This is an optimization exercise on Yosys and OpenROAD, whose aim is small area, a short achievable clock period and few clock cycles per item, not a production implementation. No activity file was given, so power comes from the tool's default toggle rates.

Setup of v6:
==> flow/design.v <==
package filter_pkg;
  localparam int PIX_W = 12;
  localparam int WIN_W = 9 * PIX_W;
endpackage
module line_buffer #(
  parameter int DEPTH = 160,
  parameter int WIDTH = 12,
  parameter int TAPS  = 4
) (
  input  logic                        clk,
  input  logic [TAPS-1:0]             wr,
  input  logic [WIDTH-1:0]            wdata,
  output logic [TAPS*WIDTH-1:0]       rd0,
  output logic [TAPS*WIDTH-1:0]       rd1
);
  localparam int S = DEPTH / TAPS;
  logic [DEPTH*WIDTH-1:0] r0, r1;
  always_ff @(posedge clk) begin
    r0 <= {r0[(DEPTH-1)*WIDTH-1:0], r0[DEPTH*WIDTH-1 -: WIDTH]};
    r1 <= {r1[(DEPTH-1)*WIDTH-1:0], r1[DEPTH*WIDTH-1 -: WIDTH]};
    for (int k = 0; k < TAPS; k++) begin
      if (wr[k]) begin
        r0[k*S*WIDTH +: WIDTH] <= wdata;
        r1[k*S*WIDTH +: WIDTH] <= r0[((k*S + DEPTH - 1) % DEPTH)*WIDTH +: WIDTH];
      end
    end
  end
  always_comb begin
    for (int k = 0; k < TAPS; k++) begin
      rd0[k*WIDTH +: WIDTH] = r0[((k*S + DEPTH - 1) % DEPTH)*WIDTH +: WIDTH];
      rd1[k*WIDTH +: WIDTH] = r1[((k*S + DEPTH - 1) % DEPTH)*WIDTH +: WIDTH];
    end
  end
endmodule
module filter_window_scheduler #(
  parameter int IMG_W = 160,
  parameter int IMG_H = 120,
  parameter int TAPS  = 4
) (
  input  logic             clk,
  input  logic             reset,
  input  logic             sof,
  input  logic [filter_pkg::PIX_W-1:0] pix_in,
  input  logic             pix_valid,
  output logic             pix_ready,
  output logic [filter_pkg::WIN_W-1:0] win_data,
  output logic             win_valid,
  input  logic             win_ready,
  output logic             win_last,
  output logic             busy
);
  localparam int PIX_W = filter_pkg::PIX_W;
  localparam int S     = IMG_W / TAPS;
  localparam int XW    = $clog2(IMG_W);
  localparam int YW    = $clog2(IMG_H);
  localparam int SW    = (S > 1) ? $clog2(S) : 1;
  localparam int TW    = (TAPS > 1) ? $clog2(TAPS) : 1;
  localparam logic [XW-1:0] X_LAST = XW'(IMG_W - 1);
  localparam logic [YW-1:0] Y_LAST = YW'(IMG_H - 1);
  logic [XW-1:0] ix;
  logic [YW-1:0] iy;
  logic          taking;
  logic             sk_v, sk_sof;
  logic [PIX_W-1:0] sk_pix;
  logic [XW-1:0] cx;
  logic [YW-1:0] cy;
  logic          em_act, em_own;
  logic [SW-1:0] sub;
  logic          sub0;    
  logic [TW-1:0] tk;
  logic [PIX_W-1:0] w00, w01, w02, w10, w11, w12, w20, w21, w22;
  logic [PIX_W-1:0] o0, o1, o2;
  logic need_align, out_free, src_pix, src_sof, visit, pix_visit, first, arm, abandon, emit;
  logic acc, to_skid, up_m, dn_m, last_win, ml, mr;
  logic taking_n, em_act_n, win_valid_n, win_last_n, sk_v_n, sk_sof_n;
  logic [TAPS-1:0] wr;
  logic [TAPS*PIX_W-1:0] rd0, rd1;
  logic [PIX_W-1:0] pix, col_t, col_m, col_b;
  assign pix_ready  = reset && !sk_v;
  assign acc        = pix_valid && !sk_v;
  assign need_align = taking || em_act;
  assign out_free   = !win_valid || win_ready;
  assign src_sof    = sk_v ? sk_sof : sof;
  assign pix        = sk_v ? sk_pix : pix_in;
  assign src_pix    = (sk_v || pix_valid) && (src_sof || taking);
  assign visit      = sub0 && out_free && (src_pix || (em_act && !taking));
  assign pix_visit  = visit && src_pix;
  assign to_skid    = acc && (sof || taking) && !visit;
  assign first      = pix_visit && src_sof;
  assign arm        = pix_visit && !src_sof && ix == '0 && iy == YW'(1);
  assign abandon    = first && taking && em_own;
  assign emit       = visit && em_act && !abandon;
  assign last_win   = cx == X_LAST && cy == Y_LAST;
  assign up_m = pix_visit && !src_sof && iy == YW'(1);
  assign dn_m = !(pix_visit && !src_sof && iy != '0);
  always_comb begin
    col_t = '0;
    col_m = '0;
    for (int k = 0; k < TAPS; k++) begin
      col_t = col_t | ((tk == TW'(k)) ? rd1[k*PIX_W +: PIX_W] : '0);
      col_m = col_m | ((tk == TW'(k)) ? rd0[k*PIX_W +: PIX_W] : '0);
    end
    col_t = up_m ? '0 : col_t;
    col_b = dn_m ? '0 : pix;
    for (int k = 0; k < TAPS; k++)
      wr[k] = visit && tk == TW'(k);
  end
  line_buffer #(.DEPTH(IMG_W), .WIDTH(PIX_W), .TAPS(TAPS)) u_lb (
    .clk(clk), .wr(wr), .wdata(pix), .rd0(rd0), .rd1(rd1));
  always_comb begin
    taking_n = taking;
    if (pix_visit) begin
      if (src_sof) taking_n = 1'b1;
      else if (ix == X_LAST && iy == Y_LAST) taking_n = 1'b0;
    end
    em_act_n = em_act;
    if (emit && last_win) em_act_n = 1'b0;
    if (abandon)          em_act_n = 1'b0;
    if (arm)              em_act_n = 1'b1;
    win_valid_n = emit ? 1'b1 : (win_ready ? 1'b0 : win_valid);
    win_last_n  = emit ? last_win : (win_ready ? 1'b0 : win_last);
    sk_v_n   = sk_v ? !visit : to_skid;
    sk_sof_n = sk_v ? sk_sof : sof;
  end
  assign ml = emit && cx == '0;
  assign mr = emit && cx == X_LAST;
  always_ff @(posedge clk) begin
    if (visit) begin
      w00 <= ml ? '0 : w01;  w01 <= w02;  w02 <= col_t;
      w10 <= ml ? '0 : w11;  w11 <= w12;  w12 <= col_m;
      w20 <= ml ? '0 : w21;  w21 <= w22;  w22 <= col_b;
      o0 <= mr ? '0 : col_t;
      o1 <= mr ? '0 : col_m;
      o2 <= mr ? '0 : col_b;
    end
    if (!sk_v) begin
      sk_pix <= pix_in;
      sk_sof <= sof;
    end
    win_last <= win_last_n;
    if (!need_align) begin
      sub <= '0;
    end else if (!visit) begin
      if (sub == SW'(S - 1)) begin
        sub <= '0;
        tk  <= (tk == TW'(TAPS - 1)) ? '0 : tk + 1'b1;
      end else begin
        sub <= sub + 1'b1;
      end
    end
    if (pix_visit) begin
      if (src_sof) begin
        ix <= XW'(1);
        iy <= '0;
      end else if (ix == X_LAST) begin
        ix <= '0;
        iy <= iy + 1'b1;
      end else begin
        ix <= ix + 1'b1;
      end
    end
    if (arm || abandon) begin
      cx <= '0;
      cy <= '0;
    end else if (emit) begin
      if (cx == X_LAST) begin
        cx <= '0;
        cy <= (cy == Y_LAST) ? '0 : cy + 1'b1;
      end else begin
        cx <= cx + 1'b1;
      end
    end
    if (first)    em_own <= 1'b0;
    else if (arm) em_own <= 1'b1;
  end
  always_ff @(posedge clk or negedge reset) begin
    if (!reset) begin
      taking    <= 1'b0;
      em_act    <= 1'b0;
      win_valid <= 1'b0;
      sk_v      <= 1'b0;
      sub0      <= 1'b1;
      busy      <= 1'b0;
    end else begin
      taking    <= taking_n;
      em_act    <= em_act_n;
      win_valid <= win_valid_n;
      sk_v      <= sk_v_n;
      sub0      <= !need_align || visit || sub == SW'(S - 1);
      busy      <= taking_n || em_act_n || (win_valid_n && win_last_n) || (sk_v_n && sk_sof_n);
    end
  end
  assign win_data[107:96] = w11;
  assign win_data[95:84]  = w10;
  assign win_data[83:72]  = o1;
  assign win_data[71:60]  = w01;
  assign win_data[59:48]  = w21;
  assign win_data[47:36]  = w00;
  assign win_data[35:24]  = o0;
  assign win_data[23:12]  = w20;
  assign win_data[11:0]   = o2;
endmodule
Settings: LEC_CHECK=0, CAP_MARGIN=20, CORE_MARGIN=2, CORE_UTILIZATION=40, CTS_BUF_LIST=sky130_fd_sc_hd__clkbuf_16, CTS_CLUSTER_DIAMETER=50, CTS_CLUSTER_SIZE=40, SETUP_SLACK_MARGIN=3.85, SLEW_MARGIN=20; clock period 7.0 ns.
run.sh (not shown) runs the stock make flow with config.mk's settings and CLKGATE_MAP_FILE= SYNTH_SCRIPT=/design/flow/synth_recipe.tcl, a recipe that flattens the netlist after the stock synthesis.
#### Input delta (v7 over v6)
- SETUP_SLACK_MARGIN changed from 3.85 to 3.9
- CTS_CLUSTER_SIZE changed from 40 to 32
- CTS_CLUSTER_DIAMETER changed from 50 to 60
[summary]
- v7 -> v6: total of hold buffers inserted after clock tree synthesis delta 0, exact match
- Compared v7 against v6; data-path buffer share of cell area in the final layout within noise.
- Taking v6 as the reference, in v7 total power went down by 9.5%, fraction of power spent switching nets shows a reduction of 2.0 points.
Function was not checked in any run of this note: the RTL went through the layout flow alone.

re-timing with driven ports:
How much do the figures lean on ideal ports? The routed layouts below were timed once more, with nothing changed but the port constraints.
Step 1 assumes that a clkbuf_16 drives the clock port and a buf_2 every other input.
Step 2, shift: input delay + t, output delay - t, t = (earliest + latest rising clock arrival at the registers) / 2. This alone moves slack from input paths to output paths.
Three values: ideal ports, drivers, drivers and shift; two values: the first two.
run | t (ns) | setup WS [ns] | clock arrival spread, ns | worst data-port slew with drivers (ns)
v6 | 0.935 | 3.786 / 3.723 / 2.915 | 0.074 / 0.073 | 0.16
v7 | 0.894 | 3.801 / 3.738 / 2.963 | 0.070 / 0.070 | 0.18
After both steps setup and hold are still met in every run listed. For v6, which loses most, drivers alone change the setup slack by -0.063 ns; drivers and shift together by -0.871 ns.
